Background: an optimization exercise with open tools, aiming at small area. Do not read the settings as production practice. Power figures rest on the tool's default switching activity, not on a simulated workload.

// rx_engine_top
module rx_engine_top #(
   parameter int window_cycles = rx_monitor_pkg::window_cycles_default
) (
   input  logic                     clk,
   input  logic                     rst_n,
   input  logic                     cq_valid_i,
   input  pcie_cq_pkg::cq_beat_t    cq_beat_i,
   input  logic                     compl_done_i,
   input  logic                     tp_clear_i,
   input  logic                     tp_sample_en_i,
   output logic                     cq_ready_o,
   output logic                     req_compl_o,
   output pcie_cq_pkg::rd_req_t     rd_req_o,
   output logic                     fifo_we_o,
   output pcie_cq_pkg::fifo_word_t  fifo_word_o,
   output rx_monitor_pkg::tp_hist_t tp_hist_o
);
Size: roughly 2000 cells after synthesis, ~810 flip-flops, roughly 910 I/O pins, ~25000 um2 of cells after synthesis.
clock: 5.0 ns
lec_check: 0
cap_margin: 20
core_margin: 2
core_utilization: 40
slew_margin: 20
buffer_ports_args: -buffer_cell sky130_fd_sc_hd__buf_1
cts_args: -sink_clustering_enable -repair_clock_nets -dont_use_dummy_load
standard.sh (not shown) runs the stock make flow with config.mk's settings and CLKGATE_MAP_FILE= SYNTH_SCRIPT=/design/flow/synth_recipe.tcl, a recipe that flattens the netlist after the stock synthesis.
==> flow/flow/run.sh <==
#!/bin/bash
# Standard ORFS layout with two layout-only changes:
#  - port buffers are sky130_fd_sc_hd__buf_1 instead of the default pick
#  - CTS inserts no dummy balancing loads
# Each tool's output stays in orfs/logs; make's own output goes to make.log.
set -euo pipefail
cat >> config.mk <<'CFG'
export BUFFER_PORTS_ARGS = -buffer_cell sky130_fd_sc_hd__buf_1
export CTS_ARGS = -sink_clustering_enable -repair_clock_nets -dont_use_dummy_load
CFG
bash standard.sh > make.log 2>&1
Rerun with:
--- a/flow/flow/run.sh
+++ b/flow/flow/run.sh
@@ -7,5 +7,5 @@
 cat >> config.mk <<'CFG'
 export BUFFER_PORTS_ARGS = -buffer_cell sky130_fd_sc_hd__buf_1
-export CTS_ARGS = -sink_clustering_enable -repair_clock_nets -dont_use_dummy_load
+export CTS_ARGS = -sink_clustering_enable -repair_clock_nets -dont_use_dummy_load -buf_list "sky130_fd_sc_hd__clkbuf_4 sky130_fd_sc_hd__clkbuf_8"
 CFG
 bash standard.sh > make.log 2>&1
Settings changed: CTS_ARGS -sink_clustering_enable -repair_clock_nets -dont_use_dummy_load to -sink_clustering_enable -repair_clock_nets -dont_use_dummy_load -buf_list "sky130_fd_sc_hd__clkbuf_4 sky130_fd_sc_hd__clkbuf_8".
The changed run finished with timing, DRC and antenna clean.
Global-route usage grows by 0.22 points.
Core utilization fell by 0.37 points.
Count of clock-buffer cells in the layout rose by 50.
Rerun with:
--- a/flow/flow/run.sh
+++ b/flow/flow/run.sh
@@ -7,5 +7,5 @@
 cat >> config.mk <<'CFG'
 export BUFFER_PORTS_ARGS = -buffer_cell sky130_fd_sc_hd__buf_1
-export CTS_ARGS = -sink_clustering_enable -repair_clock_nets -dont_use_dummy_load -buf_list "sky130_fd_sc_hd__clkbuf_4 sky130_fd_sc_hd__clkbuf_8"
+export CTS_ARGS = -sink_clustering_enable -repair_clock_nets -dont_use_dummy_load -buf_list "sky130_fd_sc_hd__clkbuf_8" -sink_clustering_size 18 -sink_clustering_max_diameter 50
 CFG
 bash standard.sh > make.log 2>&1
Settings changed: CTS_ARGS -sink_clustering_enable -repair_clock_nets -dont_use_dummy_load -buf_list "sky130_fd_sc_hd__clkbuf_4 sky130_fd_sc_hd__clkbuf_8" to -sink_clustering_enable -repair_clock_nets -dont_use_dummy_load -buf_list "sky130_fd_sc_hd__clkbuf_8" -sink_clustering_size 18 -sink_clustering_max_diameter 50.
Outcome: Final area drops by 2.8%; combinational power hardly moves; hold slack improves by 0.0073 ns; fmax increases by 3.0%; clock-buffer cell count went down by 61; synthesized cell count stays the same; via count goes down by 1.4%; worst setup slack gets better by 0.11 ns.
No run of this note included a check of the RTL's function; only the layout flow was run.

========
v6:
Starting RTL as in the previous note.
## rx_engine_top
module rx_engine_top #(
   parameter int window_cycles = rx_monitor_pkg::window_cycles_default
) (
   input  logic                     clk,
   input  logic                     rst_n,
   input  logic                     cq_valid_i,
   input  pcie_cq_pkg::cq_beat_t    cq_beat_i,
   input  logic                     compl_done_i,
   input  logic                     tp_clear_i,
   input  logic                     tp_sample_en_i,
   output logic                     cq_ready_o,
   output logic                     req_compl_o,
   output pcie_cq_pkg::rd_req_t     rd_req_o,
   output logic                     fifo_we_o,
   output pcie_cq_pkg::fifo_word_t  fifo_word_o,
   output rx_monitor_pkg::tp_hist_t tp_hist_o
);
export LEC_CHECK = 0
export CAP_MARGIN = 20
export CORE_MARGIN = 2
export CORE_UTILIZATION = 40
export SLEW_MARGIN = 20
export BUFFER_PORTS_ARGS = -buffer_cell sky130_fd_sc_hd__buf_1
export CTS_ARGS = -sink_clustering_enable -repair_clock_nets -dont_use_dummy_load -buf_list "sky130_fd_sc_hd__clkbuf_8" -sink_clustering_size 18 -sink_clustering_max_diameter 50
export SKIP_REPAIR_TIE_FANOUT = 1
export FOOTPRINT_TCL = /design/flow/flow/ties.tcl
create_clock -name core_clock -period 5.0 [get_ports {clk}]
==> flow/flow/run.sh <==
#!/bin/bash
# Standard ORFS layout with two layout-only changes:
#  - port buffers are sky130_fd_sc_hd__buf_1 instead of the default pick
#  - CTS inserts no dummy balancing loads
# Each tool's output stays in orfs/logs; make's own output goes to make.log.
set -euo pipefail
cat >> config.mk <<CFG
export BUFFER_PORTS_ARGS = -buffer_cell sky130_fd_sc_hd__buf_1
export CTS_ARGS = -sink_clustering_enable -repair_clock_nets -dont_use_dummy_load -buf_list "sky130_fd_sc_hd__clkbuf_8" -sink_clustering_size 18 -sink_clustering_max_diameter 50
export SKIP_REPAIR_TIE_FANOUT = 1
export FOOTPRINT_TCL = $(pwd)/flow/ties.tcl
CFG
bash standard.sh > make.log 2>&1
==> flow/flow/ties.tcl <==
# Tie cells: one per group of loads instead of one per load.
foreach {cell port} [list {*}$::env(TIELO_CELL_AND_PORT) {*}$::env(TIEHI_CELL_AND_PORT)] {
  set lib_name [get_name [get_property [lindex [get_lib_cell $cell] 0] library]]
  repair_tie_fanout -max_fanout 25 -verbose $lib_name/$cell/$port
}
Inputs modified between v6 and v7:
Settings: FOOTPRINT_TCL: /design/flow/flow/ties.tcl -> unset; SKIP_REPAIR_TIE_FANOUT: 1 -> unset; CTS_ARGS: -sink_clustering_enable -repair_clock_nets -dont_use_dummy_load -buf_list "sky130_fd_sc_hd__clkbuf_8" -sink_clustering_size 18 -sink_clustering_max_diameter 50 -> -sink_clustering_enable -repair_clock_nets -dont_use_dummy_load -buf_list "sky130_fd_sc_hd__clkbuf_16" -sink_clustering_size 30 -sink_clustering_max_diameter 60.
diff --git a/flow/flow/run.sh b/flow/flow/run.sh
--- a/flow/flow/run.sh
+++ b/flow/flow/run.sh
@@ -7 +7 @@
-cat >> config.mk <<CFG
+cat >> config.mk <<'CFG'
@@ -9,3 +9 @@
-export CTS_ARGS = -sink_clustering_enable -repair_clock_nets -dont_use_dummy_load -buf_list "sky130_fd_sc_hd__clkbuf_8" -sink_clustering_size 18 -sink_clustering_max_diameter 50
-export SKIP_REPAIR_TIE_FANOUT = 1
-export FOOTPRINT_TCL = $(pwd)/flow/ties.tcl
+export CTS_ARGS = -sink_clustering_enable -repair_clock_nets -dont_use_dummy_load -buf_list "sky130_fd_sc_hd__clkbuf_16" -sink_clustering_size 30 -sink_clustering_max_diameter 60
removed: flow/flow/ties.tcl
- Between v6 and v7, the via count of the first global-routing pass is higher for v6.
- Changes observed in v7 relative to v6: met2 demand-to-capacity share in global routing has decreased, proportion of cell area occupied by multi-input gates has remained practically unchanged.
No functional check of the RTL was part of any run of this note.

## port drivers added, routing unchanged
In the flow no input, the clock included, has a driving cell. The finished layouts below were timed again as built, in two steps. Step 1 sets driving cells, clkbuf_16 on the clock port and buf_2 on the other inputs (assumed; they add their load-dependent delay and slew). Step 2 adds t to the input delays and takes it off the output delays; t is the mean of the earliest and latest rising clock arrival at the registers after step 1. Input paths then give back, and output paths get back, about the clock's delay inside the block. Slacks: no drivers / after step 1 / after step 2; pairs: no drivers / after step 1.
| run | shift t [ns] | setup slack, ns | clock arrival spread, ns | worst slew at a driven data input, ns | pins driven straight from the clock port |
|---|---|---|---|---|---|
| the first run of note 1 | 0.651 | 1.241 / 1.181 / 1.273 | 0.087 / 0.086 | 0.20 | 1 |
| the second run of note 1 | 0.777 | 1.082 / 1.020 / 1.274 | 0.086 / 0.087 | 0.21 | 1 |
| the third run of note 1 | 0.681 | 1.195 / 1.136 / 1.249 | 0.124 / 0.124 | 0.20 | 1 |
| v6 | 0.681 | 1.195 / 1.136 / 1.249 | 0.124 / 0.124 | 0.20 | 1 |
| v7 | 0.627 | 1.225 / 1.163 / 1.231 | 0.097 / 0.096 | 0.20 | 1 |
After both steps every run listed still meets setup and hold.
